From an optimization exercise on the open Yosys and OpenROAD flow, aimed at small area and a short achievable clock period; shortcuts taken in it are not production practice. Where RTL was checked, it was by simulation tests only, not by an equivalence proof against the original. Power is estimated from default activity; no workload was simulated.

Setup of job 101:
==> flow/design.v <==
package pwl_func_pkg;
  localparam int SEG_BITS  = 4;
  localparam int FRAC_BITS = 8;
  localparam int N_SEG     = 1 << SEG_BITS;
  localparam int SPAN      = 1 << (SEG_BITS + FRAC_BITS);
  typedef enum logic {INIT = 1'b0, RUN = 1'b1} state_t;
  typedef enum logic {SEL_OFFSET = 1'b0, SEL_SLOPE = 1'b1} cfg_sel_t;
  function automatic logic signed [31:0] sat_to_out(input logic signed [31:0] v, input int ow);
    logic signed [31:0] hi, lo;
    hi = (32'sd1 <<< (ow - 1)) - 32'sd1;
    lo = -hi - 32'sd1;
    if (v > hi)      sat_to_out = hi;
    else if (v < lo) sat_to_out = lo;
    else             sat_to_out = v;
  endfunction
endpackage
module pwl_coef_ram #(
  parameter int CW = 18,
  parameter int NW = 64,
  parameter int NG = 2
) (
  input  logic             clk,
  input  logic             clr,
  input  logic [NW-1:0]    we_off,
  input  logic [NW-1:0]    we_slope,
  input  logic [CW-1:0]    wdata,
  input  logic [NW-1:0]    rsel,
  output logic [NG-1:0][CW-1:0] rd_off,
  output logic [NG-1:0][CW-1:0] rd_slope
);
  localparam int GW = NW / NG;
  logic [NW-1:0][CW-1:0] m_off, m_slope;
  logic [CW-1:0] wd;
  assign wd = clr ? '0 : wdata;
  always_ff @(posedge clk) begin
    for (int i = 0; i < NW; i++) begin
      if (clr | we_off[i])   m_off[i]   <= wd;
      if (clr | we_slope[i]) m_slope[i] <= wd;
    end
  end
  always_comb begin
    for (int g = 0; g < NG; g++) begin
      rd_off[g]   = '0;
      rd_slope[g] = '0;
      for (int i = g * GW; i < (g + 1) * GW; i++) begin
        rd_off[g]   = rd_off[g]   | (m_off[i]   & {CW{rsel[i]}});
        rd_slope[g] = rd_slope[g] | (m_slope[i] & {CW{rsel[i]}});
      end
    end
  end
endmodule
module pwl_func_mc #(
  parameter int N_CH       = 4,
  parameter int IN_WIDTH   = 16,
  parameter int SEG_BITS   = 4,
  parameter int FRAC_BITS  = 8,
  parameter int X_MIN      = -2048,
  parameter int COEF_WIDTH = 18,
  parameter int OUT_WIDTH  = 16
) (
  input  logic                  clk,
  input  logic                  rst,
  input  logic                  in_valid,
  output logic                  in_ready,
  input  logic [$clog2(N_CH)-1:0] in_ch,
  input  logic [IN_WIDTH-1:0]   in_,
  output logic                  out_valid,
  input  logic                  out_ready,
  output logic [$clog2(N_CH)-1:0] out_ch,
  output logic [OUT_WIDTH-1:0]  out,
  output logic [1:0]            out_flags,
  input  logic                  cfg_we,
  output logic                  cfg_ready,
  input  logic [$clog2(N_CH)-1:0] cfg_ch,
  input  logic                  cfg_sel,
  input  logic [SEG_BITS-1:0]   cfg_addr,
  input  logic [COEF_WIDTH-1:0] cfg_data
);
  localparam int CHW    = (N_CH > 1) ? $clog2(N_CH) : 1;
  localparam int AW     = CHW + SEG_BITS;
  localparam int NW     = 1 << AW;
  localparam int STAGES = 3;
  localparam int CW     = COEF_WIDTH;
  localparam int SW     = COEF_WIDTH + 1;           
  localparam int AccW   = SW + FRAC_BITS;           
  localparam int ND     = FRAC_BITS / 2;            
  localparam logic [0:0] ST_INIT = pwl_func_pkg::INIT;
  localparam logic [0:0] ST_RUN  = pwl_func_pkg::RUN;
  logic [0:0]          state;
  logic [SEG_BITS-1:0] cnt;
  logic                run, init, stall, in_fire;
  logic [STAGES:1]     vld_pipe;
  assign run   = (state == ST_RUN);
  assign init  = (state == ST_INIT);
  assign stall = vld_pipe[STAGES] & ~out_ready;
  logic rdy_idle;
  assign in_ready  = rdy_idle | (run & out_ready);
  assign cfg_ready = run_o;
  assign out_valid = vld_pipe[STAGES];
  assign in_fire = in_valid & in_ready;
  always_ff @(posedge clk) begin
    if (rst) begin
      state <= ST_INIT;
      cnt   <= '0;
    end else if (init) begin
      cnt <= cnt + 1'b1;
      if (&cnt) state <= ST_RUN;
    end
  end
  logic run_o;
  always_ff @(posedge clk) begin
    if (rst)                run_o <= 1'b0;
    else if (init & (&cnt)) run_o <= 1'b1;
  end
  always_ff @(posedge clk) begin
    if (rst)         vld_pipe <= '0;
    else if (!stall) vld_pipe <= {vld_pipe[STAGES-1:1], in_fire};
  end
  always_ff @(posedge clk) begin
    if (rst) rdy_idle <= 1'b0;
    else     rdy_idle <= (run | (init & (&cnt))) & (stall ? ~vld_pipe[STAGES] : ~vld_pipe[STAGES-1]);
  end
  localparam int XW = SEG_BITS + FRAC_BITS;
  logic [SEG_BITS-1:0]  in_seg;
  logic [FRAC_BITS-1:0] in_frac;
  logic                 in_clamp, in_sgn;
  assign in_sgn   = in_[IN_WIDTH-1];
  assign in_clamp = (in_[IN_WIDTH-1:XW-1] != '0) & (in_[IN_WIDTH-1:XW-1] != '1);
  assign in_seg   = {~in_sgn, in_clamp ? {(SEG_BITS-1){~in_sgn}} : in_[FRAC_BITS +: SEG_BITS-1]};
  assign in_frac  = in_clamp ? {FRAC_BITS{~in_sgn}} : in_[FRAC_BITS-1:0];
  logic [ND-1:0] in_one, in_two, in_neg;
  logic          in_top;
  always_comb begin
    for (int i = 0; i < ND; i++) begin
      logic b2, b1, b0;
      b2 = in_frac[2*i+1];
      b1 = in_frac[2*i];
      b0 = (i == 0) ? 1'b0 : in_frac[2*i-1];
      in_one[i] = b1 ^ b0;
      in_two[i] = (b2 & ~b1 & ~b0) | (~b2 & b1 & b0);
      in_neg[i] = b2 & ~(b1 & b0);
    end
    in_top = in_frac[FRAC_BITS-1];
  end
  logic [NW-1:0] we_off, we_slope, rsel;
  localparam int NG = 2;                            
  logic [NG-1:0][CW-1:0] rd_off, rd_slope;
  logic [AW-1:0] cfg_a, in_a, s1_a;
  logic          cfg_w;
  assign cfg_a = {cfg_ch, cfg_addr};
  assign in_a  = {in_ch, in_seg};
  assign cfg_w = cfg_we & run;
  logic hit_in_off, hit_in_slope, hit_s1_off, hit_s1_slope;
  logic take_off, take_slope, en_off, en_slope;
  assign hit_in_off   = cfg_w & (cfg_a == in_a) & (cfg_sel != pwl_func_pkg::SEL_SLOPE);
  assign hit_in_slope = cfg_w & (cfg_a == in_a) & (cfg_sel == pwl_func_pkg::SEL_SLOPE);
  assign hit_s1_off   = cfg_w & (cfg_a == s1_a) & (cfg_sel != pwl_func_pkg::SEL_SLOPE);
  assign hit_s1_slope = cfg_w & (cfg_a == s1_a) & (cfg_sel == pwl_func_pkg::SEL_SLOPE);
  assign take_off     = stall | hit_in_off;
  assign take_slope   = stall | hit_in_slope;
  assign en_off       = ~stall | hit_s1_off;
  assign en_slope     = ~stall | hit_s1_slope;
  for (genvar w = 0; w < NW; w++) begin : g_w
    assign we_off[w]   = cfg_we & (cfg_a == AW'(w)) & (cfg_sel != pwl_func_pkg::SEL_SLOPE);
    assign we_slope[w] = cfg_we & (cfg_a == AW'(w)) & (cfg_sel == pwl_func_pkg::SEL_SLOPE);
    assign rsel[w]     = (in_a == AW'(w));
  end
  pwl_coef_ram #(.CW(CW), .NW(NW), .NG(NG)) u_ram (
    .clk(clk), .clr(init), .we_off(we_off), .we_slope(we_slope), .wdata(cfg_data),
    .rsel(rsel), .rd_off(rd_off), .rd_slope(rd_slope)
  );
  logic [CHW-1:0]  s1_ch, s2_ch;
  logic [NG-1:0][CW-1:0] s1_offp, s1_slopep;
  logic [CW-1:0]   s1_off, s1_slope;
  logic [ND-1:0]   s1_one, s1_two, s1_neg;
  logic            s1_top, s1_clamp, s2_clamp;
  assign s1_ch = s1_a[AW-1 -: CHW];
  always_comb begin
    s1_off   = '0;
    s1_slope = '0;
    for (int g = 0; g < NG; g++) begin
      s1_off   = s1_off   | s1_offp[g];
      s1_slope = s1_slope | s1_slopep[g];
    end
  end
  always_ff @(posedge clk) begin
    if (!stall) begin
      s1_a     <= in_a;
      s1_one   <= in_one;
      s1_two   <= in_two;
      s1_neg   <= in_neg;
      s1_top   <= in_top;
      s1_clamp <= in_clamp;
    end
    for (int g = 0; g < NG; g++) begin
      if (en_off)   s1_offp[g]   <= take_off   ? ((g == 0) ? cfg_data : '0) : rd_off[g];
      if (en_slope) s1_slopep[g] <= take_slope ? ((g == 0) ? cfg_data : '0) : rd_slope[g];
    end
  end
  localparam int RW = CW + 1;
  function automatic logic [AccW-1:0] booth_row(input logic [CW-1:0] s, input logic one,
                                                input logic two, input logic neg);
    logic [RW-1:0] m;
    m = one ? {s[CW-1], s} : (two ? {s, 1'b0} : '0);
    booth_row = AccW'({~(m[RW-1] ^ neg), m[RW-2:0] ^ {(RW-1){neg}}});
  endfunction
  logic [AccW-1:0] r [6];
  logic [AccW-1:0] e0;
  logic [CW-1:0]   g;
  always_comb begin
    e0 = booth_row(s1_slope, s1_one[0], s1_two[0], s1_neg[0]);
    r[0] = AccW'(e0[RW-2:0]);
    r[0][RW-1] = ~e0[RW-1];
    r[0][RW]   = ~e0[RW-1];
    r[0][RW+1] = e0[RW-1];
    r[0][RW+2] = 1'b1;
    r[0][RW+4] = 1'b1;
    r[0][RW+6] = 1'b1;
    for (int i = 1; i < ND; i++) begin
      r[i] = booth_row(s1_slope, s1_one[i], s1_two[i], s1_neg[i]) << (2*i);
      r[i][2*(i-1)] = s1_neg[i-1];
    end
    g = s1_slope & {CW{s1_top}};
    r[ND] = AccW'({~g[CW-1], g[CW-2:0]}) << FRAC_BITS;
    r[ND][2*(ND-1)] = s1_neg[ND-1];
    r[ND+1] = AccW'({~s1_off[CW-1], s1_off[CW-2:0]}) << FRAC_BITS;
  end
  function automatic logic [2*AccW-1:0] csa(input logic [AccW-1:0] a, input logic [AccW-1:0] b,
                                            input logic [AccW-1:0] c);
    logic [AccW-1:0] s, cy;
    s  = a ^ b ^ c;
    cy = ((a & b) | (a & c) | (b & c)) << 1;
    csa = {cy, s};
  endfunction
  logic [AccW-1:0] sa, ca, sb, cb, sc, cc, sd, cd;
  assign {ca, sa} = csa(r[0], r[1], r[2]);
  assign {cb, sb} = csa(r[3], r[4], r[5]);
  assign {cc, sc} = csa(sa, ca, sb);
  assign {cd, sd} = csa(sc, cc, cb);
  logic [AccW-1:0] s2_ps, s2_pc;
  always_ff @(posedge clk) begin
    if (!stall) begin
      s2_ps    <= sd;
      s2_pc    <= cd;
      s2_ch    <= s1_ch;
      s2_clamp <= s1_clamp;
    end
  end
  logic [AccW-1:0]    acc;
  logic [SW-1:0]      sum;
  logic signed [31:0] clip;
  logic               sat;
  assign acc  = s2_ps + s2_pc;
  assign sum  = acc[FRAC_BITS +: SW];
  assign clip = pwl_func_pkg::sat_to_out(32'($signed(sum)), OUT_WIDTH);
  assign sat  = (clip != 32'($signed(sum)));
  always_ff @(posedge clk) begin
    if (!stall) begin
      out       <= clip[OUT_WIDTH-1:0];
      out_ch    <= s2_ch;
      out_flags <= {sat, s2_clamp};
    end
  end
endmodule
clock: 8.2 ns
lec_check: 0
cap_margin: 20
core_margin: 2
core_utilization: 50
cts_buf_list: sky130_fd_sc_hd__clkbuf_16
cts_cluster_diameter: 100
cts_cluster_size: 25
place_density: 0.65
setup_slack_margin: 4.55
slew_margin: 20
standard.sh (not shown) runs the stock make flow with config.mk's settings and CLKGATE_MAP_FILE= SYNTH_SCRIPT=/design/flow/synth_recipe.tcl, a recipe that flattens the netlist after the stock synthesis.
==> flow/flow/run.sh <==
#!/bin/bash
# Layout: the standard ORFS flow (standard.sh, unchanged synthesis and
# steps), except that the port buffers that global placement inserts are
# buf_4 cells instead of buffer_ports' default pick, a slow delay cell that
# the resizer often leaves on input paths. Every port still gets its buffer.
# ORFS's full output goes to orfs_flow.log in this folder.
set -euo pipefail
export BUFFER_PORTS_ARGS="-buffer_cell sky130_fd_sc_hd__buf_4"
bash standard.sh > orfs_flow.log 2>&1
Job 101: no failed stages, no open violations at the end
Input changes introduced in job 102 (baseline for comparison: job 101):
--- a/flow/design.v
+++ b/flow/design.v
@@ -244,21 +244,23 @@
       s2_pc    <= cd;
       s2_ch    <= s1_ch;
       s2_clamp <= s1_clamp;
     end
   end
-  logic [AccW-1:0]    acc;
-  logic [SW-1:0]      sum;
-  logic signed [31:0] clip;
-  logic               sat;
-  assign acc  = s2_ps + s2_pc;
-  assign sum  = acc[FRAC_BITS +: SW];
-  assign clip = pwl_func_pkg::sat_to_out(32'($signed(sum)), OUT_WIDTH);
-  assign sat  = (clip != 32'($signed(sum)));
+  logic [AccW-1:0]      acc;
+  logic [SW-1:0]        sum;
+  logic                 sat;
+  logic [OUT_WIDTH-1:0] s3_low;
+  logic                 s3_sgn;
+  assign acc = s2_ps + s2_pc;
+  assign sum = acc[FRAC_BITS +: SW];
+  assign sat = (sum[SW-1:OUT_WIDTH-1] != '0) & (sum[SW-1:OUT_WIDTH-1] != '1);
   always_ff @(posedge clk) begin
     if (!stall) begin
-      out       <= clip[OUT_WIDTH-1:0];
+      s3_low    <= sum[OUT_WIDTH-1:0];
+      s3_sgn    <= sum[SW-1];
       out_ch    <= s2_ch;
       out_flags <= {sat, s2_clamp};
     end
   end
+  assign out = out_flags[1] ? {s3_sgn, {(OUT_WIDTH-1){~s3_sgn}}} : s3_low;
 endmodule
Findings:
No stage failed in job 102, and the final checks on the layout all came back clean.
Job 102 vs job 101 — clock group share of total power rose 0.8 points.
Reported for job 102 and job 101, depth of the worst hold-timing path turned out identical to the last digit.
Compared with job 101, in job 102 area share of buffers outside the clock network increased 2.9 points, final cycle utilization of the critical path +2.8 points, total wire length decreased about 6.6%.
Taking job 101 as the reference, in job 102 y dimension of the die has increased; power has decreased; global placement routability congestion has decreased; clock power has increased.
When the final numbers for job 102 and job 101 were put side by side, the combined buffer and inverter count along the critical path turned out to be smaller in job 101.
Diff job 101 -> job 102: power attributed to combinational cells went down; power dissipated by switching net loads fell about 3%; sequential share of cell area fell 4.0 points.
Only the layout flow was run in job 102; the RTL was not checked for function there.

-- re-timing with driven ports --
No port has a modelled driver above. Below, the same layouts with a new extraction and two added sets of constraints. Step 1, drivers: a clkbuf_16 drives clk and a buf_2 each remaining input, both assumed. Step 2 times the ports against the registers' clock, not the clock port: input delays grow and output delays shrink by t, the midpoint of the rising clock arrivals with the driver on. Slacks: ideal ports / drivers / drivers and shift; pairs: ideal ports / drivers.
run | shift t [ns] | setup slack, ns | worst setup path after step 2
job 101 | 0.872 | 4.501 / 4.387 / 3.515 | input to register
job 102 | 0.909 | 4.270 / 4.310 / 3.400 | input to register
After both steps setup and hold are still met in every run listed. For job 101, which loses most, drivers alone change the setup slack by -0.114 ns; drivers and shift together by -0.986 ns.
